Context: an optimization exercise on an open-source flow, tuned for small area and few clock cycles per item. The choices shown serve that exercise and are no tape-out recipe. At most, simulation tests tie the RTL to the original design; equivalence was not proved. No functional check of the RTL was part of runs 4 and 5.

--- flow/config.mk ---
export PLATFORM = sky130hd
export DESIGN_NAME = waterfall_level_to_rgb_core
export DESIGN_NICKNAME = waterfall_level_to_rgb_core
export VERILOG_FILES = /design/flow/design.v
export SDC_FILE = /design/flow/constraint.sdc
export NUM_CORES = 4
export LEC_CHECK = 0
export ABC_AREA = 1
export CAP_MARGIN = 20
export CORE_MARGIN = 2
export CORE_UTILIZATION = 40
export SLEW_MARGIN = 20
--- flow/constraint.sdc ---
create_clock -name core_clock -period 5.0 [get_ports {clk}]
set_input_delay 1.0000 -clock core_clock [delete_from_list [all_inputs] [get_ports {clk}]]
set_output_delay 1.0000 -clock core_clock [all_outputs]
set_load 0.01 [all_outputs]
--- flow/design.v ---
`default_nettype none
package wfc_pkg;
  localparam int LVL_W  = 16;
  localparam int FRAC_W = 16;
  localparam int QUO_W  = FRAC_W + 1;
  localparam int COL_W  = 8;
  localparam int APB_DW = 32;
  localparam int APB_AW = 3;
endpackage
`default_nettype wire
`default_nettype none
module wfc_apb_regs (
  input  wire logic                             clk,
  input  wire logic                             rst_n,
  input  wire logic                             psel,
  input  wire logic                             penable,
  input  wire logic                             pwrite,
  input  wire logic [wfc_pkg::APB_AW-1:0]       paddr,
  input  wire logic [wfc_pkg::APB_DW-1:0]       pwdata,
  output logic      [wfc_pkg::APB_DW-1:0]       prdata,
  output logic                                  pready,
  output logic signed [wfc_pkg::LVL_W-1:0]      low_level,
  output logic signed [wfc_pkg::LVL_W-1:0]      high_level
);
  logic signed [15:0] low_r;
  logic signed [15:0] high_r;
  logic               wr_en;
  assign pready = 1'b1;
  assign wr_en  = psel & penable & pwrite;
  always_ff @(posedge clk) begin
    if (!rst_n) begin
      low_r  <= 16'sd480;
      high_r <= 16'sd1440;
    end else if (wr_en) begin
      if (paddr[2]) high_r <= pwdata[15:0];
      else          low_r  <= pwdata[15:0];
    end
  end
  logic [15:0] rd;
  assign rd     = paddr[2] ? high_r : low_r;
  assign prdata = {{16{rd[15]}}, rd};
  assign low_level  = low_r;
  assign high_level = high_r;
endmodule
`default_nettype wire
`default_nettype none
module wfc_divider #(
  parameter logic [14:0] REG_AFTER = 15'b101_0101_0101_0101
) (
  input  wire logic                             clk,
  input  wire logic                             rst_n,
  input  wire logic                             en,
  input  wire logic                             in_valid,
  input  wire logic signed [wfc_pkg::LVL_W-1:0] level,
  input  wire logic signed [wfc_pkg::LVL_W-1:0] low_level,
  input  wire logic signed [wfc_pkg::LVL_W-1:0] high_level,
  output logic                                  out_valid,
  output logic [3:0]                            out_seg,
  output logic [15:0]                           out_x
);
  logic [16:0] rng;
  logic [15:0] d_r;
  assign rng = {high_level[15], high_level} - {low_level[15], low_level};
  always_ff @(posedge clk) d_r <= rng[15:0];
  logic [16:0] off;
  logic        below, above, eq, dz0, yellow, black;
  assign off    = {level[15], level} - {low_level[15], low_level};
  assign below  = level < low_level;
  assign above  = level > high_level;
  assign eq     = level == high_level;
  assign dz0    = low_level == high_level;
  assign yellow = ~below & above;
  assign black  = below | (~above & dz0);
  logic [15:0] rem_c [0:14];
  logic [14:0] quo_c [0:14];
  logic        vld_c [0:14];
  logic [15:0] rem_i [0:14];
  logic [14:0] quo_i [0:14];
  logic        vld_i [0:14];
  assign rem_c[0] = yellow ? 16'd1 : (black | eq) ? 16'd0 : off[15:0];
  assign quo_c[0] = {14'd0, yellow | (~black & eq)};
  assign vld_c[0] = in_valid;
  function automatic logic [16:0] div_step(input logic [15:0] rem, input logic [15:0] d);
    logic [16:0] t, dn, gg, pp, co;
    t  = {rem, 1'b0};
    dn = {1'b1, ~d};
    gg = {t[16:1] & dn[16:1], dn[0]};
    pp = {t[16:1] | dn[16:1], 1'b0};
    co[0] = gg[0];
    for (int i = 1; i < 17; i++) co[i] = gg[i] | (pp[i] & co[i-1]);
    div_step = {co[16], t[15:0] ^ ({16{co[16]}} & ~(d ^ {co[14:0], 1'b1}))};
  endfunction
  for (genvar r = 0; r <= 14; r++) begin : g_row
    if (r > 0) begin : g_step
      logic [16:0] s;
      assign s        = div_step(rem_i[r-1], d_r);
      assign rem_c[r] = s[15:0];
      assign quo_c[r] = {quo_i[r-1][13:0], s[16]};
      assign vld_c[r] = vld_i[r-1];
    end
    if (REG_AFTER[r]) begin : g_reg
      logic [15:0] rem_q;
      logic [r:0]  quo_q;
      logic        vld_q;
      always_ff @(posedge clk) begin
        if (!rst_n)  vld_q <= 1'b0;
        else if (en) vld_q <= vld_c[r];
      end
      always_ff @(posedge clk) begin
        if (en) begin
          quo_q <= quo_c[r][r:0];
          rem_q <= rem_c[r];
        end
      end
      assign rem_i[r] = rem_q;
      if (r < 14) begin : g_pad
        assign quo_i[r] = {{(14-r){1'b0}}, quo_q};
      end else begin : g_full
        assign quo_i[r] = quo_q;
      end
      assign vld_i[r] = vld_q;
    end else begin : g_comb
      assign rem_i[r] = rem_c[r];
      assign quo_i[r] = quo_c[r];
      assign vld_i[r] = vld_c[r];
    end
  end
  logic [14:0] qh;
  logic [16:0] s15, s16;
  logic        q1, q0;
  logic [19:0] pa, pb, pc, pd, p;
  logic [3:0]  ip;
  logic [15:0] x;
  logic        ylw, blk;
  logic [3:0]  seg_q;
  logic [15:0] x_q;
  logic        vld_q;
  assign qh  = quo_i[14];
  assign s15 = div_step(rem_i[14], d_r);
  assign q1  = s15[16];
  assign s16 = div_step(s15[15:0], d_r);
  assign q0  = s16[16];
  assign pa  = {qh, 5'b00000} + {3'b000, qh, 2'b00};
  assign pb  = pa + 20'd18;
  assign pc  = q1 ? pb : pa;
  assign pd  = pc + 20'd9;
  assign p   = q0 ? pd : pc;
  assign ip  = p[19:16];
  assign ylw = qh[14] & ((qh[13:0] != 14'd0) | q1 | q0);
  assign blk = ~qh[14] & (d_r == 16'd0);
  always_comb begin
    case (ip)
      4'd0, 4'd1: x = {ip[0], p[15:1]};
      4'd5, 4'd6: x = {ip[1], p[15:1]};
      default:    x = p[15:0];
    endcase
  end
  always_ff @(posedge clk) begin
    if (!rst_n)  vld_q <= 1'b0;
    else if (en) vld_q <= vld_i[14];
  end
  always_ff @(posedge clk) begin
    if (en) begin
      seg_q <= ylw ? 4'd5 : blk ? 4'd0 : ip;
      x_q   <= (ylw | blk) ? 16'd0 : x;
    end
  end
  assign out_valid = vld_q;
  assign out_seg   = seg_q;
  assign out_x     = x_q;
endmodule
`default_nettype wire
`default_nettype none
module wfc_colormap (
  input  wire logic [3:0]                seg,
  input  wire logic [15:0]               x,
  output logic [wfc_pkg::COL_W-1:0]      red,
  output logic [wfc_pkg::COL_W-1:0]      green,
  output logic [wfc_pkg::COL_W-1:0]      blue
);
  logic [7:0] a, b, am, ap, up, dn, wr, wg;
  logic [6:0] w4;
  logic       c, nz;
  assign a  = x[15:8];
  assign b  = x[7:0];
  assign c  = a < b;
  assign nz = x != 16'd0;
  assign am = a - 8'd1;
  assign ap = a + 8'd1;
  assign up = (c | ~nz) ? a : am;
  assign dn = c ? ~ap : ~a;
  assign w4 = {1'b0, a[7:2]} + {6'd0, c | a[1] | a[0]};
  assign wr = ~{1'b0, w4};
  assign wg = {1'b0, up[7:1]};
  always_comb begin
    case (seg)
      4'd0, 4'd1: {red, green, blue} = {8'h00, 8'h00, up};
      4'd2:       {red, green, blue} = {8'h00, up, 8'hFF};
      4'd3:       {red, green, blue} = {8'h00, 8'hFF, dn};
      4'd4:       {red, green, blue} = {up, 8'hFF, 8'h00};
      4'd5, 4'd6: {red, green, blue} = {8'hFF, dn, 8'h00};
      4'd7:       {red, green, blue} = {8'hFF, 8'h00, up};
      4'd8:       {red, green, blue} = {wr, wg, 8'hFF};
      default:    {red, green, blue} = {8'd191, 8'd127, 8'hFF};
    endcase
  end
endmodule
`default_nettype wire
`default_nettype none
module waterfall_level_to_rgb_core (
  input  wire logic                        clk,
  input  wire logic                        rst_n,
  input  wire logic                        in_valid,
  output logic                             in_ready,
  input  wire logic [wfc_pkg::LVL_W-1:0]   in_level,
  output logic                             out_valid,
  input  wire logic                        out_ready,
  output logic      [wfc_pkg::COL_W-1:0]   out_red,
  output logic      [wfc_pkg::COL_W-1:0]   out_green,
  output logic      [wfc_pkg::COL_W-1:0]   out_blue,
  input  wire logic                        psel,
  input  wire logic                        penable,
  input  wire logic                        pwrite,
  input  wire logic [wfc_pkg::APB_AW-1:0]  paddr,
  input  wire logic [wfc_pkg::APB_DW-1:0]  pwdata,
  output logic      [wfc_pkg::APB_DW-1:0]  prdata,
  output logic                             pready
);
  logic signed [wfc_pkg::LVL_W-1:0] low_level;
  logic signed [wfc_pkg::LVL_W-1:0] high_level;
  logic                             pipe_en;
  logic [3:0]                       seg;
  logic [15:0]                      x;
  wfc_apb_regs u_regs (
    .clk        (clk),
    .rst_n      (rst_n),
    .psel       (psel),
    .penable    (penable),
    .pwrite     (pwrite),
    .paddr      (paddr),
    .pwdata     (pwdata),
    .prdata     (prdata),
    .pready     (pready),
    .low_level  (low_level),
    .high_level (high_level)
  );
  wfc_divider u_div (
    .clk        (clk),
    .rst_n      (rst_n),
    .en         (pipe_en),
    .in_valid   (in_valid),
    .level      (in_level),
    .low_level  (low_level),
    .high_level (high_level),
    .out_valid  (out_valid),
    .out_seg    (seg),
    .out_x      (x)
  );
  wfc_colormap u_cmap (
    .seg   (seg),
    .x     (x),
    .red   (out_red),
    .green (out_green),
    .blue  (out_blue)
  );
  assign pipe_en  = out_ready | ~out_valid;
  assign in_ready = pipe_en;
endmodule
`default_nettype wire
--- flow/run.sh ---
#!/bin/bash
# synth_recipe.tcl (not shown) runs the flow's synth.tcl, then flattens the netlist and writes it again
# the make line also repeats each setting of config.mk as NAME=value (left out here)
make -C /OpenROAD-flow-scripts/flow DESIGN_CONFIG=/design/flow/config.mk WORK_HOME=/design/flow/orfs CLKGATE_MAP_FILE= SYNTH_SCRIPT=/design/flow/synth_recipe.tcl finish
==> metrics.md, run 1 <==
| Metric | Value |
|---|---|
| Clock Sinks | `269` |
| I/O pins | `117` |
| Setup TNS | `0 ps` |
| Vias per inst | `around 4.8` |
| Pin count of the biggest net entering global routing | `107` |
| Clock Path Buffers | `3` |
| WL final | `~64,000 um` |
| WL met3 | `approximately 2100 um` |
| Outcome | `finished clean` |
| Final ANT Viol Nets | `0` |
| PnR worst setup slack | `between 200 and 250 ps` |
| Final net count | `slightly below 4,000` |
| RSZ-0062 raised after global routing | `yes` |
| Fraction of layout cells with a size suffix above 1 | `about a fifth` |
| DRC | `0` |
| Crit end category | `flip-flop` |
| Post-synth EDFFs | `between 200 and 250` |
| Sequential element share of the synthesized area | `between 30% and 40%` |
| Count of final hold-check violations | `0` |
| Vias in the first global route | `approximately 20,000` |
| Port Buffers | `97` |
| Synth area leader | `edfxtp_1` |
| Die Y | `253 um` |
| Async set-or-reset flop fraction in the synthesized netlist | `0%` |
| Area contributors post-synth | `edfxtp_1, nand2_1, xor2_1, inv_1, nand3_2` |
| Skew-Pair Late Insertion Delay | `560 ps` |
| Setup crit start kind | `flip-flop` |
| DP Cell Count | `approximately 4,400` |
| Initial DRC count | `~1,100` |
| Hpwl dp | `approximately 44,000 um` |
| CP max stage cell | `dfxtp_4` |
| Slew HR | `between 20% and 30%` |
| Post-synth top flop | `edfxtp_1` |
| FP Rows | `91` |
| Worst Skew | `roughly 21 ps` |
| N_diodes | `0` |
| Initial antenna violation count | `0` |
| Global-route wire length before repair | `between 90,000 and 100,000 um` |
| Uppermost routed layer | `met4` |
| Worst hold path type | `reg2reg` |
| Gpl congestion | `0.865` |
| Final setup viols | `0` |
| Largest delay share family, worst path | `simple AND/OR/NAND/NOR gates` |
| Synth Cell Area | `around 25,000 um^2` |
| Routed WL per cell | `about 14 um` |
| CP arrival | `between 5000 and 6000 ps` |
| Worst-path fanout max | `7` |
| Die ar. | `roughly 64,000 um^2` |
| Gr ovfl total | `0` |
| Max_cap viols | `0` |
| Placement Setup Slack | `-258 ps` |
| Synth Warn # | `9` |
| Syn Area/Cell | `7.09 um^2` |
| Setup CP Type | `reg2reg` |
| Mapped Cells | `approximately 3,500` |
| Worst-margin pin slew | `around 1100 ps` |
| Routed met2 length | `32,100 um` |
| Clock root cell | `clkbuf_16` |
| Htree depth | `2` |
| Largest stage delay on the critical path | `roughly 380 ps` |
| Ratio of final minimum period to clock period | `approximately 95%` |
| Register bit total from synthesis | `269` |
| Required time of the critical path | `between 5000 and 6000 ps` |
| Initial core utilization | `between 40 and 50%` |
| Wl on met1 | `between 20,000 and 30,000 um` |
| Highest Clock Rate | `between 0.2 and 0.25 GHz` |
| Via count | `roughly 22,000` |
| CTS clk-pin slew, worst paths | `~60 ps` |
| Hold-fix buffers at CTS | `0` |
| Mapped Nets | `3,637` |
| Synth-to-Final Area Change | `22.8%` |
| Num CTS Buffers | `35` |
| Buf/Inv on CP | `2` |
| CORE AREA | `between 60,000 and 70,000 um^2` |
| Total GRT Usage | `a little under a fifth` |
| Distinct cell type count after synthesis | `63` |
| Die width | `about 250 um` |
| Period minus WS final | `approximately 4800 ps` |
| Yosys top cell area share | `around 26%` |
| Crit-path most repeated cell | `nand3_2` |
| TritonCTS clock tree | `built` |
| Fin. max-slew vios | `0` |
| Non-filler instance count after layout | `about 4,600` |
| Pre-antenna DRT Iters | `5` |
## repair_timing
action | CTS | global route
setup endpoints to repair | 1 | 156
resized for setup | 1 | 262
cloned | 0 | 24
pin swaps | 0 | 101
setup buffers | 0 | 95
## cells by family after synthesis
family / Yosys count / share of synthesized area, %
AO/OA/AOI/OAI: 274 / 6.28
XOR/XNOR: 365 / 13.1
adder cells (fa/ha/maj): 77 / 3.97
buffers and inverters: 656 / 11.5
flip-flops: 269 / 30.2
other: 1 / 0.0151
AND/OR/NAND/NOR: 1860 / 34.9
## stage by stage
step	utilization [%]	hold slack, ps	instance area, um^2
after detailed placement	43.9	405	27000
after CTS	45.7	416	28100
final	49.6	415	30500
after global placement	43.9	401	27000
after floorplan	-	400	24800
after global routing	49.6	422	30500
## final timing paths
path	cells after the start	slack, ps	from	to
hold reg to reg	0	420	u_div.g_row[8].g_reg.quo_q[6]	u_div.g_row[10].g_reg.quo_q[8]
setup reg to reg	46	230	u_div.d_r[0]	u_div.g_row[6].g_reg.rem_q[14]
hold / removal	0	420	u_div.g_row[8].g_reg.quo_q[6]	u_div.g_row[10].g_reg.quo_q[8]
setup / recovery	46	230	u_div.d_r[0]	u_div.g_row[6].g_reg.rem_q[14]
## placed cells by master, fill, tap and decap left out, drive strengths merged, types with 2 or more instances in the layout
master | Yosys | routed
nand2 | 1204 | 1210
inv | 507 | 507
xor2 | 352 | 352
nand3 | 333 | 333
nor2 | 225 | 225
buf | 89 | 225
edfxtp | 212 | 212
a21oi | 118 | 118
o21ai | 109 | 109
clkdlybuf4s50 | 0 | 96
ha | 74 | 74
clkbuf | 46 | 61
dfxtp | 57 | 57
nor3 | 26 | 26
nand3b | 23 | 23
clkinv | 9 | 21
or2 | 16 | 16
o211ai | 14 | 14
xnor2 | 13 | 13
nor4 | 13 | 13
nand4 | 12 | 12
o21bai | 10 | 10
o2111ai | 6 | 6
nor3b | 6 | 6
clkinvlp | 0 | 4
fa | 3 | 3
a21boi | 2 | 2
a31oi | 2 | 2
a21o | 2 | 2
o21a | 2 | 2
bufinv | 0 | 2
o41ai | 2 | 2
## layout make-up
type | instances | area [um^2]
Fill cell | 5960 | 31000
Multi-Input combinational cell | 2583 | 15700
Sequential cell | 269 | 7520
Timing Repair Buffer | 336 | 3250
Inverter | 516 | 1970
Tap cell | 790 | 988
Clock buffer | 47 | 952
Clock inverter | 16 | 139
Timing Repair inverter | 2 | 15.0
## cells in the mapped netlist, types with 29 or more instances
cell type,n
nand3_2,133
nand2_1,1125
ha_1,74
buf_4,29
xor2_1,344
clkbuf_1,45
nand2_2,69
o21ai_0,100
nor2_1,220
a21oi_1,110
nand3_1,200
edfxtp_1,212
inv_1,500
dfxtp_1,57
## routing by layer
metal / vias up / GRT usage, %
li1: 11496 / -
met1: 9950 / 23.5
met2: 339 / 32.3
met3: 98 / 2.60
met4: 0 / 5.04
met5: - / 0
## flip-flops by register name (all words and copies together), names as in the netlist
signal                   cells
u_div.d_r                   16
u_regs.low_r                16
u_div.vld_q                  1
u_div.g_row.g_reg.vld_q      8
u_div.g_row.g_reg.quo_q     64
u_div.seg_q                  4
u_div.g_row.g_reg.rem_q    128
u_regs.high_r               16
u_div.x_q                   16
Testbench counts, summed over its fixed seeds: cycles 16,288, items 16,000.
==> inputs of run 2 (changes only) <==
--- a/flow/config.mk
+++ b/flow/config.mk
@@ -9,4 +9,5 @@
 export CAP_MARGIN = 20
 export CORE_MARGIN = 2
 export CORE_UTILIZATION = 40
+export CTS_BUF_LIST = sky130_fd_sc_hd__clkbuf_8
 export SLEW_MARGIN = 20
==> metrics.md, run 2 <==
| Metric | Value |
|---|---|
| Post-synth EDFFs | `roughly 210` |
| Crit-path most repeated cell | `nand2_2` |
| Most common cell after layout, fill and taps aside | `nand2_1` |
| Yosys top cell area share | `between 20% and 30%` |
| Routed WL per cell | `13.8 um` |
| Max_cap viols | `0` |
| Outcome | `finished clean` |
| Post-synth top flop | `edfxtp_1` |
| CTS clk-pin slew, worst paths | `roughly 60 ps` |
| Synth Warn # | `9` |
| PnR worst setup slack | `between 100 and 150 ps` |
| Final net count | `3,898` |
| Most common cell in the netlist | `nand2_1` |
| Synth area leader | `edfxtp_1` |
| Most frequent cells in the layout | `nand2_1, inv_1, xor2_1` |
| Initial DRC count | `around 970` |
| CORE AREA | `just over 60,000 um^2` |
| Skew-Pair Late Insertion Delay | `between 600 and 700 ps` |
| Worst-path fanout max | `8` |
| Slew HR | `29.4%` |
| Setup CP Type | `reg2reg` |
| Via count | `between 20,000 and 25,000` |
| Count of final hold-check violations | `0` |
| Hpwl dp | `roughly 44,000 um` |
| WL final | `between 60,000 and 70,000 um` |
| Top Registers | `u_div.g_row.g_reg.rem_q (128), u_div.g_row.g_reg.quo_q (64)` |
| Vias in the first global route | `roughly 20,000` |
| Area contributors post-synth | `edfxtp_1, nand2_1, xor2_1, inv_1, nand3_2` |
| Die ar. | `approximately 64,000 um^2` |
| Port Buffers | `97` |
| Ratio of final minimum period to clock period | `97.4%` |
| Gr ovfl total | `0` |
| Register bit total from synthesis | `~270` |
| Crit end category | `flip-flop` |
| Worst-margin pin slew | `between 1000 and 1500 ps` |
| Clock Sinks | `269` |
| Final ANT Viol Nets | `0` |
| Largest stage delay on the critical path | `approximately 370 ps` |
| Sequential element share of the synthesized area | `between 30% and 40%` |
| Placement Setup Slack | `-258 ps` |
| DRC | `0` |
| I/O pins | `between 100 and 150` |
| Pre-antenna DRT Iters | `5` |
| Hold-fix buffers at CTS | `0` |
| CP arrival | `5260 ps` |
| Final setup viols | `0` |
| Fraction of layout cells with a size suffix above 1 | `between 20% and 30%` |
| Required time of the critical path | `between 5000 and 6000 ps` |
| Clock Path Buffers | `3` |
| Vias per inst | `4.78` |
| Synth-to-Final Area Change | `22.8%` |
| Gpl congestion | `between 0.8 and 0.9` |
| Synth Cell Area | `roughly 25,000 um^2` |
| Htree depth | `2` |
| Die Y | `253 um` |
| RSZ-0062 raised after global routing | `yes` |
| Mapped Cells | `~3,500` |
| Worst hold path type | `reg2reg` |
| Mapped Nets | `approximately 3,600` |
| Clock root cell | `clkbuf_8` |
| TritonCTS clock tree | `built` |
| FP Rows | `slightly above 90` |
| Max reg flops | `roughly 130` |
| Syn Area/Cell | `roughly 7 um^2` |
| CP max stage cell | `dfxtp_4` |
| Synth cell count leaders | `nand2_1, inv_1, xor2_1, nor2_1, edfxtp_1` |
| Setup crit start kind | `flip-flop` |
| Largest Register | `u_div.g_row.g_reg.rem_q` |
| Global-route wire length before repair | `between 90,000 and 100,000 um` |
| Die width | `253 um` |
| Total GRT Usage | `18.4%` |
| Initial core utilization | `roughly 40%` |
| Distinct cell type count after synthesis | `63` |
| Async set-or-reset flop fraction in the synthesized netlist | `0%` |
| Pin count of the biggest net entering global routing | `107` |
| Num CTS Buffers | `54` |
| Highest Clock Rate | `0.205 GHz` |
| Layout filler cell count | `~6,000` |
| N_diodes | `0` |
| Initial antenna violation count | `0` |
| Worst Skew | `51.3 ps` |
| Fin. max-slew vios | `0` |
| Period minus WS final | `slightly below 5000 ps` |
[run 2: cell counts after synthesis]
Identical to the previous run, type by type.
[run 2: through the flow]
stage          cell area [um^2]  TNS [ps]  hold WS, ps  utilization (%)  cells
6_report                  30500         0          403             49.6   4593
3_5_place_dp              27000     -3160          405             43.9   4377
2_1_floorplan             24800         0          400                -   3502
3_3_place_gp              27000     -3540          401             43.9   4377
4_1_cts                   28100         0          408             45.7   4473
5_1_grt                   30500    -14190          422             49.6   4593
[run 2: cell type report]
| type | count | area, um^2 | share of cell area (%) |
|---|---|---|---|
| Clock buffer | 57 | 785 | 2.57 |
| Clock inverter | 39 | 342 | 1.12 |
| Inverter | 516 | 1960 | 6.42 |
| Multi-Input combinational cell | 2582 | 15600 | 51.1 |
| Sequential cell | 269 | 7520 | 24.7 |
| Tap cell | 790 | 988 | 3.24 |
| Timing Repair Buffer | 338 | 3290 | 10.8 |
| Timing Repair inverter | 2 | 15.0 | 0.0493 |
[run 2: per-layer routing]
layer	track usage (%)	routed length [um]	vias up
met5	0	0	-
met4	5.82	2480	0
met3	2.65	2420	115
met2	32.1	30800	397
met1	23.3	27700	9910
li1	-	-	11520
[run 2: logic make-up after synthesis]
family	count (synthesis)	synth area share (%)
simple gates	1860	34.9
flops	269	30.2
xor+xnor	365	13.1
other cells	1	0.0151
buf+inv	656	11.5
fa+ha+maj	77	3.97
compound gates	274	6.28
[run 2: path summary, 6_finish.rpt]
check / from / depth (start not counted) / slack [ps] / end
min: u_div.g_row[8].g_reg.quo_q[0] / 0 / 400 / u_div.g_row[10].g_reg.quo_q[2]
max: u_div.d_r[0] / 49 / 130 / u_div.g_row[8].g_reg.rem_q[3]
max reg2reg: u_div.d_r[0] / 49 / 130 / u_div.g_row[8].g_reg.rem_q[3]
min reg2reg: u_div.g_row[8].g_reg.quo_q[0] / 0 / 400 / u_div.g_row[10].g_reg.quo_q[2]
[run 2: timing repair]
item / CTS / global route
gates cloned: 0 / 20
setup buffers: 0 / 100
resized for setup: 1 / 275
setup endpoints to repair: 1 / 150
pin swaps: 0 / 104
[run 2: worst max-delay path, delay by kind of cell (launching register included)]
| kind | cells | cell delay (ps) |
|---|---|---|
| flops | 1 | 370 |
| simple gates | 42 | 3290 |
| compound gates | 3 | 330 |
| buf+inv | 4 | 540 |
==> inputs of run 3 (changes only) <==
--- a/flow/config.mk
+++ b/flow/config.mk
@@ -9,5 +9,6 @@
 export CAP_MARGIN = 20
 export CORE_MARGIN = 2
 export CORE_UTILIZATION = 40
-export CTS_BUF_LIST = sky130_fd_sc_hd__clkbuf_8
+export CTS_CLUSTER_DIAMETER = 80
+export CTS_CLUSTER_SIZE = 25
 export SLEW_MARGIN = 20
==> metrics.md, run 3 <==
| Metric | Value |
|---|---|
| I/O pins | `approximately 120` |
| Final ANT Viol Nets | `0` |
| R2R Setup Slk | `~190 ps` |
| Clock Sinks | `roughly 270` |
| Count of final hold-check violations | `0` |
| Gr ovfl total | `0` |
| Outcome | `finished clean` |
| Hold Startpoint | `u_div.g_row[12].g_reg.quo_q[1]` |
| Crit end category | `flip-flop` |
| Die Y | `~250 um` |
| Synth cell count leaders | `nand2_1, inv_1, xor2_1, nor2_1, edfxtp_1` |
| Post-DP Area | `approximately 27,000 um^2` |
| Slew HR | `between 20 and 30%` |
| Final net count | `approximately 3,900` |
| Hpwl dp | `~44,000 um` |
| Synth-to-Final Area Change | `23.9%` |
| Die width | `between 200 and 300 um` |
| Total GRT Usage | `18.1%` |
| Post-synth EDFFs | `about 210` |
| WL final | `64,600 um` |
| Hold EP | `u_div.g_row[14].g_reg.quo_q[3]` |
| Fraction of synthesized cell area in xor and xnor cells | `approximately an eighth` |
| Die ar. | `64,100 um^2` |
| Synth Cell Area | `24,800 um^2` |
| Area contributors post-synth | `edfxtp_1, nand2_1, xor2_1, inv_1, nand3_2` |
| Worst hold path type | `reg2reg` |
| DP Cell Count | `~4,400` |
| Max_cap viols | `0` |
| Required time of the critical path | `approximately 5300 ps` |
| Largest Register | `u_div.g_row.g_reg.rem_q` |
| RR Endpoint | `u_div.g_row[14].g_reg.rem_q[9]` |
| Worst Skew | `33.2 ps` |
| Worst-path fanout max | `8` |
| Period minus WS final | `just under 5000 ps` |
| Simple-gate share of the synthesized area | `34.9%` |
| Most common cell in the netlist | `nand2_1` |
| CP max stage cell | `dfxtp_4` |
| Fraction of layout cells with a size suffix above 1 | `20.6%` |
| Top Registers | `u_div.g_row.g_reg.rem_q (128), u_div.g_row.g_reg.quo_q (64)` |
| Ratio of final minimum period to clock period | `between 90% and 100%` |
| Area of the multi-input gates | `~16,000 um^2` |
| Sequential element share of the synthesized area | `30.2%` |
| Post-route cell area | `30,800 um^2` |
| Pin count of the biggest net entering global routing | `107` |
| CTS clk-pin slew, worst paths | `approximately 80 ps` |
| Synth Area in Adders | `under 10%` |
| Largest stage delay on the critical path | `390 ps` |
| N_diodes | `0` |
| Clock Path Buffers | `3` |
| Hold-fix buffers at CTS | `0` |
| Mapped Cells | `about 3,500` |
| Hold Slack | `between 400 and 500 ps` |
| Global-route wire length before repair | `between 90,000 and 100,000 um` |
| Crit-path most repeated cell | `nand3_2` |
| Initial antenna violation count | `0` |
| Yosys top cell area share | `between 20 and 30%` |
| FP Rows | `91` |
| Post-synth top flop | `edfxtp_1` |
| Distinct cell type count after synthesis | `63` |
| Worst r2r path cells | `between 40 and 50` |
| Setup crit start kind | `flip-flop` |
| Register bit total from synthesis | `roughly 270` |
| Setup CP Type | `reg2reg` |
| DRC | `0` |
| CORE AREA | `around 61,000 um^2` |
| Largest family of logic cells by synthesized area | `simple AND/OR/NAND/NOR gates` |
| Via count | `~22,000` |
| Reg area | `7520 um^2` |
| WHS Path Cells | `0` |
| Most frequent cells in the layout | `nand2_1, inv_1, xor2_1` |
| Pre-antenna DRT Iters | `5` |
| Fin. max-slew vios | `0` |
| Worst-margin pin slew | `between 1000 and 1500 ps` |
| Gpl congestion | `roughly 0.87` |
| Highest Clock Rate | `just over 0.2 GHz` |
| Synth area leader | `edfxtp_1` |
| Synth Warn # | `9` |
| Vias per inst | `4.82` |
| Port Buffers | `97` |
| Mapped Nets | `between 3,000 and 4,000` |
| TritonCTS clock tree | `built` |
| Final setup viols | `0` |
| Initial DRC count | `1,030` |
| Syn Area/Cell | `between 7 and 8 um^2` |
| Initial core utilization | `about 40%` |
| Routed WL per cell | `about 14 um` |
| Synth Area in Compound Gates | `under 10%` |
| Num CTS Buffers | `26` |
| Async set-or-reset flop fraction in the synthesized netlist | `0%` |
| Setup TNS | `0 ps` |
| Most common cell after layout, fill and taps aside | `nand2_1` |
| Mux contribution to synthesized area | `0%` |
| Critical R2R Launch | `u_div.d_r[0]` |
| Skew-Pair Late Insertion Delay | `about 600 ps` |
| Vias in the first global route | `roughly 20,000` |
| Max reg flops | `between 100 and 150` |
| Non-filler instance count after layout | `~4,600` |
| Htree depth | `1` |
| Layout filler cell count | `about 5,900` |
| RSZ-0062 raised after global routing | `yes` |
| CP arrival | `~5100 ps` |
| Clock root cell | `clkbuf_16` |
[run 3: cell counts after synthesis]
No cell type changed its count.
[run 3: worst max-delay path: cells and delay by family, from the launching register on]
family | cells | cell delay [ps]
simple gates | 41 | 3390
flops | 1 | 390
buf+inv | 3 | 390
compound gates | 3 | 350
[run 3: cells by family after synthesis]
| logic type | count (synthesis) |
|---|---|
| adder cells (fa/ha/maj) | 77 |
| flip-flops | 269 |
| AND/OR/NAND/NOR | 1860 |
| other | 1 |
| buffers and inverters | 656 |
| AO/OA/AOI/OAI | 274 |
| XOR/XNOR | 365 |
[run 3: stage by stage]
stage	setup slack, ps	utilization, %
floorplan	526	-
global placement	-284	43.9
detailed placement	-258	43.9
CTS	1.70	45.5
global route	-162	50.0
finish	191	50.0
[run 3: worst max-delay path by stage]
stage | end | depth (start not counted) | start | slack, ps
floorplan | u_div.g_row[0].g_reg.quo_q | 2 | out_ready | 530
global placement | u_div.g_row[0].g_reg.rem_q[15] | 34 | in_level[0] | -280
detailed placement | u_div.g_row[0].g_reg.rem_q[2] | 33 | in_level[0] | -260
CTS | u_div.g_row[10].g_reg.rem_q[7] | 46 | u_div.d_r[1] | 2
global route | u_div.g_row[4].g_reg.rem_q[9] | 47 | u_div.d_r[0] | -160
finish | u_div.g_row[14].g_reg.rem_q[9] | 47 | u_div.d_r[0] | 190
[run 3: repair_timing]
item | CTS | global route
cloned | 0 | 28
pin swaps | 0 | 154
endpoints found under the setup margin | 10 | 155
hold endpoints to repair | 0 | 0
setup buffers | 0 | 117
gates resized for setup | 1 | 299
[run 3: area by class of cell]
type                            instances  area share (%)
Clock inverter                         21            1.00
Multi-Input combinational cell       2584            51.2
Timing Repair inverter                  1          0.0244
Clock buffer                           26            2.11
Timing Repair Buffer                  362            11.6
Inverter                              516            6.39
Sequential cell                       269            24.4
Tap cell                              790            3.21
[run 3: per-layer routing]
| metal | vias up | global-route usage [%] | wire length, um |
|---|---|---|---|
| met5 | - | 0 | 0 |
| met4 | 0 | 4.07 | 2390 |
| met3 | 106 | 1.74 | 2150 |
| met2 | 363 | 32.7 | 32100 |
| met1 | 10038 | 23.4 | 28000 |
| li1 | 11513 | - | - |
==> inputs of run 4 (changes only) <==
--- a/flow/design.v
+++ b/flow/design.v
@@ -27,14 +27,17 @@
   logic               wr_en;
   assign pready = 1'b1;
   assign wr_en  = psel & penable & pwrite;
-  always_ff @(posedge clk) begin
-    if (!rst_n) begin
-      low_r  <= 16'sd480;
-      high_r <= 16'sd1440;
-    end else if (wr_en) begin
-      if (paddr[2]) high_r <= pwdata[15:0];
-      else          low_r  <= pwdata[15:0];
-    end
+  logic        ld_lo, ld_hi;
+  logic [15:0] nv_lo, nv_hi;
+  assign ld_lo = ~rst_n | (wr_en & ~paddr[2]);
+  assign ld_hi = ~rst_n | (wr_en &  paddr[2]);
+  assign nv_lo = rst_n ? pwdata[15:0] : 16'sd480;
+  assign nv_hi = rst_n ? pwdata[15:0] : 16'sd1440;
+  always_ff @(posedge clk) begin
+    if (ld_lo) low_r <= nv_lo;
+  end
+  always_ff @(posedge clk) begin
+    if (ld_hi) high_r <= nv_hi;
   end
   logic [15:0] rd;
   assign rd     = paddr[2] ? high_r : low_r;
--- a/flow/config.mk
+++ b/flow/config.mk
@@ -9,6 +9,6 @@
 export CAP_MARGIN = 20
 export CORE_MARGIN = 2
 export CORE_UTILIZATION = 40
-export CTS_CLUSTER_DIAMETER = 80
-export CTS_CLUSTER_SIZE = 25
+export GPL_TIMING_DRIVEN = 0
+export PLACE_DENSITY = 0.7
 export SLEW_MARGIN = 20
==> metrics.md, run 4 <==
| Metric | Value |
|---|---|
| Synth Area in Adders | `around 4%` |
| CP arrival | `roughly 5400 ps` |
| Fraction of layout cells with a size suffix above 1 | `between 20% and 30%` |
| Top Registers | `u_div.g_row.g_reg.rem_q (128), u_div.g_row.g_reg.quo_q (64)` |
| Most common cell after layout, fill and taps aside | `nand2_1` |
| Final net count | `3,891` |
| Global-route wire length before repair | `about 100,000 um` |
| Final setup viols | `54` |
| Ratio of final minimum period to clock period | `102%` |
| Hpwl dp | `around 49,000 um` |
| Num CTS Buffers | `34` |
| Slew HR | `between 30% and 40%` |
| Fraction of synthesized cell area in xor and xnor cells | `about an eighth` |
| Setup crit start kind | `flip-flop` |
| Count of final hold-check violations | `0` |
| Synth Warn # | `9` |
| DP Cell Count | `approximately 4,300` |
| Highest Clock Rate | `between 0.15 and 0.2 GHz` |
| Synth Cell Area | `24,800 um^2` |
| CORE AREA | `61,500 um^2` |
| RSZ-0062 raised after global routing | `yes` |
| Reg area | `7840 um^2` |
| Total GRT Usage | `roughly 20%` |
| Synth cell count leaders | `nand2_1, inv_1, xor2_1, edfxtp_1, nor2_1` |
| Largest delay share family, worst path | `simple AND/OR/NAND/NOR gates` |
| Area contributors post-synth | `edfxtp_1, nand2_1, xor2_1, inv_1, nand3_2` |
| Synth area leader | `edfxtp_1` |
| Mux contribution to synthesized area | `0%` |
| Gr ovfl total | `0` |
| Setup TNS | `-2200 ps` |
| Largest stage delay on the critical path | `around 400 ps` |
| Sequential element share of the synthesized area | `roughly a third` |
| Period minus WS final | `between 5000 and 6000 ps` |
| Most frequent cells in the layout | `nand2_1, inv_1, xor2_1` |
| Mapped Cells | `3,434` |
| DRC | `0` |
| Gpl congestion | `a little over 0.9` |
| Pre-antenna DRT Iters | `5` |
| Port Buffers | `between 90 and 100` |
| FP Rows | `roughly 90` |
| Mapped Nets | `roughly 3,600` |
| Final ANT Viol Nets | `0` |
| Distinct cell type count after synthesis | `55` |
| Fail Reasons | `setup timing` |
| Largest family of logic cells by synthesized area | `simple AND/OR/NAND/NOR gates` |
| WL final | `a little over 70,000 um` |
| Die ar. | `~64,000 um^2` |
| Async set-or-reset flop fraction in the synthesized netlist | `0%` |
| Pin count of the biggest net entering global routing | `around 130` |
| Die width | `253 um` |
| Synth-to-Final Area Change | `28.6%` |
| TritonCTS clock tree | `built` |
| Worst Skew | `between 20 and 30 ps` |
| Outcome | `complete, but fails checks` |
| Simple-gate share of the synthesized area | `34.7%` |
| Setup CP Type | `reg2reg` |
| PnR worst setup slack | `-90.9 ps` |
| Yosys top cell area share | `slightly below 30%` |
| I/O pins | `~120` |
| Required time of the critical path | `~5300 ps` |
| Area of the multi-input gates | `approximately 16,000 um^2` |
| Worst-margin pin slew | `982 ps` |
| N_diodes | `0` |
| Non-filler instance count after layout | `~4,600` |
| CTS clk-pin slew, worst paths | `~60 ps` |
| Vias per inst | `5.04` |
| Clock root cell | `clkbuf_16` |
| Initial DRC count | `1,422` |
| CP max stage cell | `dfxtp_4` |
| Worst-path fanout max | `7` |
| Routed WL per cell | `15.5 um` |
| Crit-path most repeated cell | `nand3_2` |
| Register bit total from synthesis | `between 200 and 300` |
| Worst hold path type | `reg2reg` |
| Initial antenna violation count | `0` |
| Clock Path Buffers | `3` |
| Via count | `about 23,000` |
| Max_cap viols | `0` |
| Layout filler cell count | `5,601` |
| Htree depth | `2` |
| Crit end category | `flip-flop` |
| Vias in the first global route | `21,002` |
| Initial core utilization | `40.3%` |
| Fin. max-slew vios | `0` |
| Syn Area/Cell | `slightly above 7 um^2` |
| Largest Register | `u_div.g_row.g_reg.rem_q` |
| Buf/Inv on CP | `6` |
| Post-synth EDFFs | `roughly 240` |
| Clock Sinks | `269` |
| Most common cell in the netlist | `nand2_1` |
| Synth Area in Compound Gates | `between 5 and 6%` |
| Max reg flops | `128` |
| Die Y | `~250 um` |
| Skew-Pair Late Insertion Delay | `approximately 560 ps` |
| Post-synth top flop | `edfxtp_1` |
run 4: cell types whose count changed after synthesis, moves of 12 or more:
cell and change:
nor2_1 +16, xor2_1 +17, edfxtp_1 +32, nand3_2 +30, a21oi_1 -41, dfxtp_1 -32
o21ai_0 -39, buf_6 -12, nand3_1 -42
run 4: path summary, 6_finish.rpt:
path                                         end  cells past startpoint  slack, ps                            from
setup reg to reg   u_div.g_row[4].g_reg.rem_q[8]                     44        -90                    u_div.d_r[0]
hold reg to reg   u_div.g_row[14].g_reg.quo_q[2]                      0        410  u_div.g_row[12].g_reg.quo_q[0]
setup / recovery   u_div.g_row[4].g_reg.rem_q[8]                     44        -90                    u_div.d_r[0]
hold / removal    u_div.g_row[14].g_reg.quo_q[2]                      0        410  u_div.g_row[12].g_reg.quo_q[0]
run 4: routing by layer:
layer | vias to the layer above | GRT usage (%) | share of wire, %
met1 | 10595 | 23.9 | 40
met5 | - | 0 | 0
met3 | 231 | 2.73 | 6.2
met2 | 807 | 35.5 | 48
met4 | 0 | 9.75 | 6.5
li1 | 11397 | - | -
run 4: layout make-up:
class | instances | area share, %
Clock buffer | 47 | 3.09
Clock inverter | 12 | 0.302
Timing Repair Buffer | 292 | 9.42
Inverter | 513 | 6.21
Tap cell | 790 | 3.10
Sequential cell | 269 | 24.6
Buffer | 130 | 3.15
Multi-Input combinational cell | 2516 | 50.1
run 4: what timing repair did:
item | 4_1_cts | 5_1_grt
hold endpoints to repair | 0 | 0
endpoints found under the setup margin | 143 | 158
gates resized for setup | 57 | 461
pin swaps | 14 | 209
hold buffers | 0 | 0
setup buffers | 32 | 138
gates cloned | 1 | 22
run 4: cell families (layout without fill, tap and decap cells):
kind of cell / after synthesis / in the layout
xor gates and xnor gates: 376 / 376
other: 1 / 1
adders and majority gates: 77 / 77
DFF: 269 / 269
AOI/OAI and AO/OA: 213 / 214
and+or+nand+nor: 1848 / 1848
buffers and inverters: 650 / 994
run 4: per-stage QoR:
| step | area [um^2] | hold WS [ps] | util [%] | worst slack (ps) |
|---|---|---|---|---|
| 4_1_cts | 28400 | 415 | 46.2 | -38.7 |
| 5_1_grt | 31900 | 423 | 51.8 | -328 |
| 6_report | 31900 | 410 | 51.8 | -90.9 |
| 3_3_place_gp | 26700 | 401 | 43.5 | -2340 |
| 3_5_place_dp | 26800 | 405 | 43.6 | -523 |
| 2_1_floorplan | 24800 | 400 | - | 526 |
==> inputs of run 5 (changes only) <==
--- a/flow/design.v
+++ b/flow/design.v
@@ -63,8 +63,12 @@
 );
   logic [16:0] rng;
   logic [15:0] d_r;
+  logic [15:0] dn_r;
   assign rng = {high_level[15], high_level} - {low_level[15], low_level};
-  always_ff @(posedge clk) d_r <= rng[15:0];
+  always_ff @(posedge clk) begin
+    d_r  <= rng[15:0];
+    dn_r <= ~rng[15:0];
+  end
   logic [16:0] off;
   logic        below, above, eq, dz0, yellow, black;
   assign off    = {level[15], level} - {low_level[15], low_level};
@@ -96,7 +100,7 @@
   for (genvar r = 0; r <= 14; r++) begin : g_row
     if (r > 0) begin : g_step
       logic [16:0] s;
-      assign s        = div_step(rem_i[r-1], d_r);
+      assign s        = div_step(rem_i[r-1], (r > 8) ? ~dn_r : d_r);
       assign rem_c[r] = s[15:0];
       assign quo_c[r] = {quo_i[r-1][13:0], s[16]};
       assign vld_c[r] = vld_i[r-1];
@@ -139,9 +143,9 @@
   logic [15:0] x_q;
   logic        vld_q;
   assign qh  = quo_i[14];
-  assign s15 = div_step(rem_i[14], d_r);
+  assign s15 = div_step(rem_i[14], ~dn_r);
   assign q1  = s15[16];
-  assign s16 = div_step(s15[15:0], d_r);
+  assign s16 = div_step(s15[15:0], ~dn_r);
   assign q0  = s16[16];
   assign pa  = {qh, 5'b00000} + {3'b000, qh, 2'b00};
   assign pb  = pa + 20'd18;
--- a/flow/config.mk
+++ b/flow/config.mk
@@ -9,6 +9,4 @@
 export CAP_MARGIN = 20
 export CORE_MARGIN = 2
 export CORE_UTILIZATION = 40
-export GPL_TIMING_DRIVEN = 0
-export PLACE_DENSITY = 0.7
 export SLEW_MARGIN = 20
==> metrics.md, run 5 <==
| Metric | Value |
|---|---|
| Htree depth | `2` |
| WL final | `62,600 um` |
| Gpl congestion | `a little under 0.9` |
| Distinct cell type count after synthesis | `55` |
| Clock Sinks | `roughly 290` |
| Highest Clock Rate | `about 0.21 GHz` |
| Die ar. | `~65,000 um^2` |
| Worst-margin pin slew | `1330 ps` |
| Worst Skew | `36.9 ps` |
| Critical path origin | `u_div.g_row[8].g_reg.rem_q[1]` |
| Max_cap viols | `0` |
| CTS clk-pin slew, worst paths | `about 60 ps` |
| Clock Path Buffers | `3` |
| Count of final hold-check violations | `0` |
| Die width | `about 250 um` |
| Total GRT Usage | `between 15 and 20%` |
| Post-route cell area | `around 31,000 um^2` |
| Non-filler instance count after layout | `approximately 4,500` |
| Register bit total from synthesis | `around 290` |
| Setup crit start kind | `flip-flop` |
| Crit-path most repeated cell | `nand2_2` |
| Top Registers | `u_div.g_row.g_reg.rem_q (128), u_div.g_row.g_reg.quo_q (64)` |
| CP arrival | `5030 ps` |
| Most common cell in the netlist | `nand2_1` |
| Final setup viols | `0` |
| Mux contribution to synthesized area | `0%` |
| Yosys top cell area share | `29.3%` |
| Layer with the highest usage | `met2` |
| Critical R2R Launch | `u_div.g_row[8].g_reg.rem_q[1]` |
| CP max stage cell | `edfxtp_1` |
| Global-route wire length before repair | `between 90,000 and 100,000 um` |
| Clock root cell | `clkbuf_16` |
| Hold-fix buffers at CTS | `0` |
| Placement Setup Slack | `-37.6 ps` |
| Slew HR | `roughly 11%` |
| Largest stage delay on the critical path | `roughly 520 ps` |
| Skew-Pair Late Insertion Delay | `~560 ps` |
| Initial antenna violation count | `0` |
| Crit end category | `flip-flop` |
| Via count | `about 22,000` |
| Sequential element share of the synthesized area | `32.6%` |
| Required time of the critical path | `~5300 ps` |
| Post-DP Area | `around 27,000 um^2` |
| FP Rows | `91` |
| Hold Startpoint | `u_div.g_row[8].g_reg.quo_q[3]` |
| DP Cell Count | `around 4,400` |
| Final net count | `about 3,800` |
| Worst hold path type | `reg2reg` |
| Syn Area/Cell | `approximately 7 um^2` |
| Synth cell count leaders | `nand2_1, inv_1, xor2_1, edfxtp_1, nand3_1` |
| Post-synth EDFFs | `about 240` |
| Final ANT Viol Nets | `0` |
| Simple-gate share of the synthesized area | `about a third` |
| Most frequent cells in the layout | `nand2_1, inv_1, xor2_1` |
| Num CTS Buffers | `37` |
| Outcome | `finished clean` |
| Synth Area in Compound Gates | `about 5.1%` |
| RSZ-0062 raised after global routing | `yes` |
| Synth Cell Area | `around 25,000 um^2` |
| Area contributors post-synth | `edfxtp_1, nand2_1, xor2_1, inv_1, nand3_2` |
| TritonCTS clock tree | `built` |
| Met1 GRT Util | `21.0%` |
| Initial core utilization | `between 40% and 50%` |
| Initial DRC count | `approximately 850` |
| Max reg flops | `approximately 130` |
| Vias per inst | `4.76` |
| Worst-path fanout max | `7` |
| I/O pins | `between 100 and 150` |
| Pre-antenna DRT Iters | `5` |
| PnR worst setup slack | `~260 ps` |
| Post-synth top flop | `edfxtp_1` |
| Setup CP Type | `reg2reg` |
| CORE AREA | `61,800 um^2` |
| Gr ovfl total | `0` |
| Period minus WS final | `around 4700 ps` |
| M2 GR Usage | `a little under a third` |
| Hpwl dp | `42,300 um` |
| Pin count of the biggest net entering global routing | `around 180` |
| Synth-to-Final Area Change | `22.2%` |
| Largest family of logic cells by synthesized area | `simple AND/OR/NAND/NOR gates` |
| Mapped Cells | `about 3,500` |
| Port Buffers | `97` |
| Most common cell after layout, fill and taps aside | `nand2_1` |
| Met3 GRT Util | `under 10%` |
| Async set-or-reset flop fraction in the synthesized netlist | `0%` |
| Ratio of final minimum period to clock period | `94.8%` |
| Mapped Nets | `about 3,600` |
| Synth area leader | `edfxtp_1` |
| Die Y | `roughly 250 um` |
| Synth Warn # | `9` |
| Fraction of synthesized cell area in xor and xnor cells | `between 10 and 15%` |
| N_diodes | `0` |
| Synth Area in Adders | `3.99%` |
| Routed WL per cell | `13.8 um` |
| DRC | `0` |
| Largest Register | `u_div.g_row.g_reg.rem_q` |
| Fin. max-slew vios | `0` |
| Vias in the first global route | `19,853` |
| Fraction of layout cells with a size suffix above 1 | `~18%` |
run 5: cell count changes in the layout (fill, tap and decap cells not counted), moves of 23 or more:
cell      change
clkbuf_1     -44
nand2_1      +69
nand2_2      -57
nand3_1     +102
nand3_2      -76
nor2_1       -23
run 5: path summary, 6_finish.rpt:
check                           cells past startpoint                               to  slack (ps)
worst max-delay path                               47  u_div.g_row[10].g_reg.rem_q[13]         260
worst min-delay path                                0   u_div.g_row[10].g_reg.quo_q[5]         410
worst max register to register                     47  u_div.g_row[10].g_reg.rem_q[13]         260
worst min register to register                      0   u_div.g_row[10].g_reg.quo_q[5]         410
run 5: worst max-delay path, delay by kind of cell (launching register included):
family          cells  cell delay, ps
flops               1             520
compound gates      2             270
buf+inv             2             240
simple gates       43            3400
run 5: kinds of logic after synthesis:
group,count (synthesis)
AO/OA/AOI/OAI,216
XOR/XNOR,370
adder cells (fa/ha/maj),78
buffers and inverters,664
flip-flops,285
other,1
AND/OR/NAND/NOR,1863
run 5: stage by stage:
| step | util [%] | hold WS [ps] | TNS (ps) |
|---|---|---|---|
| floorplan | - | 400 | 0 |
| global placement | 43.7 | 401 | -2.80 |
| detailed placement | 43.7 | 405 | -301 |
| CTS | 45.8 | 417 | 0 |
| global route | 49.5 | 421 | -6270 |
| finish | 49.5 | 413 | 0 |
run 5: routing by layer:
metal | vias to the layer above | wire (um)
li1 | 11298 | -
met2 | 305 | 32000
met4 | 0 | 2240
met5 | - | 0
met1 | 9927 | 26200
met3 | 97 | 2040
run 5: what timing repair did:
action | CTS | global route
pin swaps | 0 | 81
setup endpoints to repair | 40 | 147
gates resized for setup | 8 | 264
cloned | 0 | 27
buffers inserted | 0 | 84
run 5: cell type report:
cell class	count	area (um^2)
fill	5972	31200
multi-input combinational	2537	15300
sequential	285	8170
timing repair buffer	276	2800
inverter	537	2040
tap	837	1050
clock buffer	41	962
clock inverter	26	307
timing repair inverter	1	7.51
==> inputs of run 6 (changes only) <==
--- a/flow/design.v
+++ b/flow/design.v
@@ -27,17 +27,14 @@
   logic               wr_en;
   assign pready = 1'b1;
   assign wr_en  = psel & penable & pwrite;
-  logic        ld_lo, ld_hi;
-  logic [15:0] nv_lo, nv_hi;
-  assign ld_lo = ~rst_n | (wr_en & ~paddr[2]);
-  assign ld_hi = ~rst_n | (wr_en &  paddr[2]);
-  assign nv_lo = rst_n ? pwdata[15:0] : 16'sd480;
-  assign nv_hi = rst_n ? pwdata[15:0] : 16'sd1440;
-  always_ff @(posedge clk) begin
-    if (ld_lo) low_r <= nv_lo;
-  end
-  always_ff @(posedge clk) begin
-    if (ld_hi) high_r <= nv_hi;
+  always_ff @(posedge clk) begin
+    if (!rst_n) begin
+      low_r  <= 16'sd480;
+      high_r <= 16'sd1440;
+    end else if (wr_en) begin
+      if (paddr[2]) high_r <= pwdata[15:0];
+      else          low_r  <= pwdata[15:0];
+    end
   end
   logic [15:0] rd;
   assign rd     = paddr[2] ? high_r : low_r;
--- a/flow/config.mk
+++ b/flow/config.mk
@@ -9,4 +9,5 @@
 export CAP_MARGIN = 20
 export CORE_MARGIN = 2
 export CORE_UTILIZATION = 40
+export GPL_ROUTABILITY_DRIVEN = 0
 export SLEW_MARGIN = 20
==> metrics.md, run 6 <==
| Metric | Value |
|---|---|
| Mapped Nets | `about 3,700` |
| Async set-or-reset flop fraction in the synthesized netlist | `0%` |
| Post-synth EDFFs | `~210` |
| CP max stage cell | `clkdlybuf4s50_1` |
| DP Cell Count | `~4,400` |
| Fin. max-slew vios | `0` |
| Max_cap viols | `0` |
| PnR worst setup slack | `265 ps` |
| Non-filler instance count after layout | `~4,600` |
| Synth-to-Final Area Change | `18.2%` |
| Uppermost routed layer | `met4` |
| Wl on met1 | `27,700 um` |
| Worst Skew | `between 15 and 20 ps` |
| RSZ-0062 raised after global routing | `yes` |
| DRC | `0` |
| Post-synth top flop | `edfxtp_1` |
| CP arrival | `~3700 ps` |
| Pre-antenna DRT Iters | `5` |
| Largest Register | `u_div.g_row.g_reg.rem_q` |
| Most frequent cells in the layout | `nand2_1, inv_1, xor2_1` |
| Post-DP Area | `between 20,000 and 30,000 um^2` |
| Syn Area/Cell | `between 7 and 8 um^2` |
| WL final | `between 60,000 and 70,000 um` |
| Worst-path fanout max | `6` |
| Yosys top cell area share | `25.4%` |
| Final ANT Viol Nets | `0` |
| Hold-fix buffers at CTS | `0` |
| Crit end category | `primary output` |
| I/O pins | `around 120` |
| Synth cell count leaders | `nand2_1, inv_1, xor2_1, nand3_1, nor2_1` |
| CTS clk-pin slew, worst paths | `60 ps` |
| Routed met2 length | `between 30,000 and 40,000 um` |
| Most common cell in the netlist | `nand2_1` |
| Final setup viols | `0` |
| Ratio of final minimum period to clock period | `a little over nine tenths` |
| Setup crit start kind | `flip-flop` |
| Total GRT Usage | `around 18%` |
| Die ar. | `~65,000 um^2` |
| Outcome | `finished clean` |
| Worst-margin pin slew | `1090 ps` |
| Mapped Cells | `between 3,000 and 4,000` |
| Required time of the critical path | `~4000 ps` |
| Htree depth | `2` |
| Hpwl dp | `between 40,000 and 50,000 um` |
| CORE AREA | `between 60,000 and 70,000 um^2` |
| Vias per inst | `4.78` |
| Global-route wire length before repair | `~95,000 um` |
| Routed WL per cell | `about 14 um` |
| Max reg flops | `128` |
| Gr ovfl total | `0` |
| Worst hold path type | `reg2reg` |
| Clock Sinks | `~290` |
| Hold Slack | `400 ps` |
| Register bit total from synthesis | `285` |
| Area contributors post-synth | `edfxtp_1, nand2_1, xor2_1, inv_1, dfxtp_1` |
| Vias in the first global route | `between 15,000 and 20,000` |
| Post-route cell area | `between 20,000 and 30,000 um^2` |
| Via count | `approximately 22,000` |
| Fraction of layout cells with a size suffix above 1 | `between 10% and 20%` |
| FP Rows | `between 90 and 100` |
| Period minus WS final | `4730 ps` |
| Clock root cell | `clkbuf_16` |
| Skew-Pair Late Insertion Delay | `~560 ps` |
| Pin count of the biggest net entering global routing | `around 170` |
| Clock Path Buffers | `3` |
| Most common cell after layout, fill and taps aside | `nand2_1` |
| Placement Setup Slack | `around 14 ps` |
| Synth area leader | `edfxtp_1` |
| Die Y | `about 250 um` |
| Initial DRC count | `1,016` |
| Distinct cell type count after synthesis | `55` |
| Largest delay share family, worst path | `adder cells` |
| Initial core utilization | `between 40% and 50%` |
| TritonCTS clock tree | `built` |
| Synth Warn # | `9` |
| Crit-path cells | `ha_1, a21boi_0, o211ai_1, nand2_1, nand4_1, o211ai_1, nand2_1, inv_1, nand2_1, ha_1, ha_1, inv_1, nor2_2, nand3_1, a21oi_1, o21ai_0, clkdlybuf4s50_1` |
| Die width | `254 um` |
| Largest stage delay on the critical path | `approximately 510 ps` |
| Highest Clock Rate | `0.211 GHz` |
| Initial antenna violation count | `3` |
| Synth Cell Area | `roughly 25,000 um^2` |
| R2R Setup Slk | `approximately 350 ps` |
| Buf/Inv on CP | `3` |
| Slew HR | `between 20% and 30%` |
| WL met3 | `~2000 um` |
| Sequential element share of the synthesized area | `31.2%` |
| Count of final hold-check violations | `0` |
| Final net count | `3,850` |
| Setup CP Type | `reg2out` |
| Num CTS Buffers | `37` |
| Port Buffers | `97` |
| Top Registers | `u_div.g_row.g_reg.rem_q (128), u_div.g_row.g_reg.quo_q (64)` |
==> run 6: cell types whose count changed after synthesis, moves of 9 or more <==
cell	change
inv_1	+19
buf_4	+34
buf_2	-17
a21oi_1	+41
or2_2	-11
o21ai_0	+27
inv_2	+9
dfxtp_1	+32
a21boi_0	-10
edfxtp_1	-32
nand3b_1	-9
nand2_1	+25
nand2_2	-26
nand3_1	+33
==> run 6: metrics by stage <==
| stage | TNS (ps) | utilization (%) |
|---|---|---|
| floorplan | 0 | - |
| global placement | 0 | 43.3 |
| detailed placement | 0 | 43.3 |
| CTS | 0 | 45.3 |
| global route | -2600 | 47.9 |
| finish | 0 | 47.9 |
==> run 6: final cells by class <==
type	instances	area (um^2)
fill	6085	32200
inverter	564	2140
sequential	285	7840
clock inverter	19	126
multi-input combinational	2607	15100
timing repair buffer	219	2280
clock buffer	48	1070
tap	837	1050
antenna	1	2.50
==> run 6: repair_timing <==
item | in CTS | in global routing
endpoints found under the hold margin | 0 | 0
setup endpoints to repair | 0 | 139
setup buffers | 0 | 53
resized for setup | 0 | 173
==> run 6: layer usage <==
metal  global-route usage (%)  vias to the layer above
met4                     5.16                        0
met5                        0                        -
met2                     32.4                      285
met1                     22.2                    10033
li1                         -                    11484
met3                     2.53                       82
==> run 6: cell families (layout without fill, tap and decap cells) <==
family / count (synthesis) / count (layout) / synth area share, %
xor gates and xnor gates: 367 / 367 / 12.8
AOI/OAI and AO/OA: 271 / 273 / 6.04
and+or+nand+nor: 1879 / 1888 / 34.0
other: 1 / 2 / 0.0150
DFF: 285 / 285 / 31.2
buffers and inverters: 696 / 850 / 11.9
adders and majority gates: 78 / 78 / 3.98
==> run 6: final timing paths <==
| path | from | cells past startpoint | to |
|---|---|---|---|
| min | u_div.g_row[12].g_reg.quo_q[10] | 0 | u_div.g_row[14].g_reg.quo_q[12] |
| min reg2reg | u_div.g_row[12].g_reg.quo_q[10] | 0 | u_div.g_row[14].g_reg.quo_q[12] |
| max | u_div.x_q[9] | 17 | out_red[6] |
| max reg2reg | u_div.dn_r[0] | 47 | u_div.g_row[14].g_reg.rem_q[8] |
Testbench counts of run 6, summed over its fixed seeds: cycles 16,288, items 16,000.
==> inputs of run 7 (changes only) <==
--- a/flow/config.mk
+++ b/flow/config.mk
@@ -9,5 +9,4 @@
 export CAP_MARGIN = 20
 export CORE_MARGIN = 2
 export CORE_UTILIZATION = 40
-export GPL_ROUTABILITY_DRIVEN = 0
 export SLEW_MARGIN = 20
==> metrics.md, run 7 <==
| Metric | Value |
|---|---|
| Post-route cell area | `between 20,000 and 30,000 um^2` |
| Most common cell after layout, fill and taps aside | `nand2_1` |
| Fraction of layout cells with a size suffix above 1 | `roughly 14%` |
| Hold Startpoint | `u_div.g_row[12].g_reg.quo_q[10]` |
| Pin count of the biggest net entering global routing | `between 150 and 200` |
| Synth Area in Adders | `about 4%` |
| Count of final hold-check violations | `0` |
| WHS Path Cells | `0` |
| Slew HR | `27.5%` |
| Area contributors post-synth | `edfxtp_1, nand2_1, xor2_1, inv_1, dfxtp_1` |
| Initial antenna violation count | `3` |
| Post-synth EDFFs | `between 200 and 250` |
| Fin. max-slew vios | `0` |
| Synth Area in Compound Gates | `6.04%` |
| Most frequent cells in the layout | `nand2_1, inv_1, xor2_1` |
| I/O pins | `117` |
| Synth Cell Area | `25,100 um^2` |
| Hpwl dp | `roughly 44,000 um` |
| Hold EP | `u_div.g_row[14].g_reg.quo_q[12]` |
| Distinct cell type count after synthesis | `55` |
| Final net count | `between 3,000 and 4,000` |
| Register bit total from synthesis | `~290` |
| Mapped Cells | `between 3,000 and 4,000` |
| Clock Sinks | `285` |
| Worst-margin pin slew | `between 1000 and 1500 ps` |
| Gr ovfl total | `0` |
| Port Buffers | `97` |
| Highest Clock Rate | `~0.21 GHz` |
| Final setup viols | `0` |
| Die Y | `roughly 250 um` |
| Mux contribution to synthesized area | `0%` |
| CP arrival | `3730 ps` |
| Reg area | `between 7000 and 8000 um^2` |
| Pre-antenna DRT Iters | `5` |
| CTS clk-pin slew, worst paths | `about 60 ps` |
| Synth Warn # | `9` |
| Final Util | `47.9%` |
| RR Endpoint | `u_div.g_row[14].g_reg.rem_q[8]` |
| Fraction of synthesized cell area in xor and xnor cells | `around an eighth` |
| Most common cell in the netlist | `nand2_1` |
| RSZ-0062 raised after global routing | `yes` |
| Setup crit start kind | `flip-flop` |
| Vias in the first global route | `between 15,000 and 20,000` |
| Clock Path Buffers | `3` |
| Global-route wire length before repair | `95,100 um` |
| Hold-fix buffers at CTS | `0` |
| Yosys top cell area share | `25.4%` |
| Crit end category | `primary output` |
| Outcome | `finished clean` |
| Worst Skew | `between 15 and 20 ps` |
| Area of the multi-input gates | `roughly 15,000 um^2` |
| Post-synth top flop | `edfxtp_1` |
| Post-DP Area | `about 27,000 um^2` |
| FP Rows | `just over 90` |
| Setup CP Type | `reg2out` |
| Worst-path fanout max | `6` |
| Synth area leader | `edfxtp_1` |
| Initial DRC count | `slightly above 1,000` |
| Initial core utilization | `40.5%` |
| Period minus WS final | `roughly 4700 ps` |
| Routed WL per cell | `approximately 14 um` |
| Total GRT Usage | `about 18%` |
| Largest family of logic cells by synthesized area | `simple AND/OR/NAND/NOR gates` |
| Worst r2r path cells | `47` |
| Async set-or-reset flop fraction in the synthesized netlist | `0%` |
| Syn Area/Cell | `roughly 7.0 um^2` |
| Top Registers | `u_div.g_row.g_reg.rem_q (128), u_div.g_row.g_reg.quo_q (64)` |
| Ratio of final minimum period to clock period | `~95%` |
| Max reg flops | `between 100 and 150` |
| Vias per inst | `around 4.8` |
| CORE AREA | `around 62,000 um^2` |
| DRC | `0` |
| Die width | `between 200 and 300 um` |
| Required time of the critical path | `4000 ps` |
| WL final | `63,500 um` |
| Placement Setup Slack | `about 14 ps` |
| Layout filler cell count | `6,085` |
| Skew-Pair Late Insertion Delay | `between 500 and 600 ps` |
| TritonCTS clock tree | `built` |
| Final ANT Viol Nets | `0` |
| Simple-gate share of the synthesized area | `between 30% and 40%` |
| Synth cell count leaders | `nand2_1, inv_1, xor2_1, nand3_1, nor2_1` |
| Via count | `21,884` |
| Gpl congestion | `just under 0.9` |
| Sequential element share of the synthesized area | `between 30% and 40%` |
| Synth-to-Final Area Change | `18.2%` |
| PnR worst setup slack | `265 ps` |
| Die ar. | `between 60,000 and 70,000 um^2` |
| Htree depth | `2` |
| Max_cap viols | `0` |
| Num CTS Buffers | `37` |
| Mapped Nets | `about 3,700` |
| Worst hold path type | `reg2reg` |
| Critical R2R Launch | `u_div.dn_r[0]` |
| R2R Setup Slk | `roughly 350 ps` |
| Largest Register | `u_div.g_row.g_reg.rem_q` |
| Clock root cell | `clkbuf_16` |
run 7: final cells by class:
type | instances | share of cell area (%)
clock buffer | 48 | 3.61
tap | 837 | 3.53
clock inverter | 19 | 0.426
inverter | 564 | 7.22
antenna | 1 | 0.00844
timing repair buffer | 219 | 7.68
sequential | 285 | 26.5
multi-input combinational | 2607 | 51.1
run 7: worst max path at each step:
stage / start / end / slack (ps)
after floorplan: out_ready / u_div.g_row[0].g_reg.quo_q / 530
after global placement: u_div.dn_r[1] / u_div.x_q[4] / 70
after detailed placement: u_div.dn_r[1] / u_div.x_q[7] / 10
after CTS: u_div.dn_r[1] / u_div.x_q[7] / 3
after global routing: u_div.dn_r[1] / u_div.x_q[13] / -110
final: u_div.x_q[9] / out_red[6] / 270
run 7: per-stage QoR:
| step | TNS, ps | std cells | hold WS, ps |
|---|---|---|---|
| 2_1_floorplan | 0 | 3577 | 400 |
| 3_3_place_gp | 0 | 4436 | 401 |
| 3_5_place_dp | 0 | 4436 | 405 |
| 4_1_cts | 0 | 4503 | 401 |
| 5_1_grt | -2600 | 4579 | 423 |
| 6_report | 0 | 4580 | 400 |
run 7: kinds of logic (layout without fill, tap and decap cells):
family          Yosys count  count (layout)
compound gates          271             273
xor+xnor                367             367
fa+ha+maj                78              78
buf+inv                 696             850
flops                   285             285
other cells               1               2
simple gates           1879            1888
run 7: repair_timing:
item,CTS,global route
setup endpoints to repair,0,139
gates resized for setup,0,173
buffers inserted,0,53
run 7: routing by layer:
layer	vias to the layer above	track usage (%)	part of all wire [%]
met3	82	2.53	3.1
met4	0	5.16	2.4
met2	285	32.4	51
li1	11484	-	-
met1	10033	22.2	44
met5	-	0	0
run 7: worst max-delay path, stage by stage (launching register included):
cell	delay, ps
edfxtp_1	450
ha_1	290
a21boi_0	120
o211ai_1	180
nand2_1	70
nand4_1	70
o211ai_1	190
nand2_1	120
inv_1	60
nand2_1	60
ha_1	250
ha_1	200
inv_1	70
nor2_2	200
nand3_1	90
a21oi_1	140
o21ai_0	110
clkdlybuf4s50_1	510

[static timing again, ports no longer ideal]
The results above use ideal ports. As a check the final layouts listed here were re-extracted and re-timed, cells and wires unchanged.
Step 1: set_driving_cell puts a clkbuf_16 on clk and a buf_2 on each other input, an assumption about the parent block.
Step 2 moves the port delays by t, midway between the first and last clock arrival at a register: inputs arrive t later, outputs are due t later. That takes back most of the time a late clock gives input paths.
a / b / c = ideal ports / drivers / drivers and shift; a / b = the first two.
| run | t, ns | setup slack, ns | worst setup path at the end | latest minus earliest clock arrival (ns) | worst register clock-pin slew, ns |
|---|---|---|---|---|---|
| run 1 | 0.599 | 0.230 / 0.188 / -0.161 | input to register | 0.024 / 0.023 | 0.06 / 0.06 |
| run 2 | 0.710 | 0.130 / 0.130 / -0.137 | input to register | 0.052 / 0.052 | 0.07 / 0.07 |
| run 3 | 0.639 | 0.191 / 0.189 / -0.122 | input to register | 0.036 / 0.035 | 0.09 / 0.09 |
| run 4 | 0.596 | -0.091 / -0.091 / -0.125 | input to register | 0.030 / 0.030 | 0.06 / 0.06 |
| run 5 | 0.605 | 0.261 / 0.261 / 0.153 | input to register | 0.037 / 0.037 | 0.07 / 0.07 |
| run 6 | 0.604 | 0.265 / 0.208 / 0.185 | input to register | 0.018 / 0.018 | 0.06 / 0.06 |
| run 7 | 0.604 | 0.265 / 0.208 / 0.185 | input to register | 0.018 / 0.018 | 0.06 / 0.06 |
With both steps, setup timing fails in run 1, run 2 and run 3, where it was met with ideal ports. For run 1, which loses most, drivers alone change the setup slack by -0.042 ns; drivers and shift together by -0.391 ns.
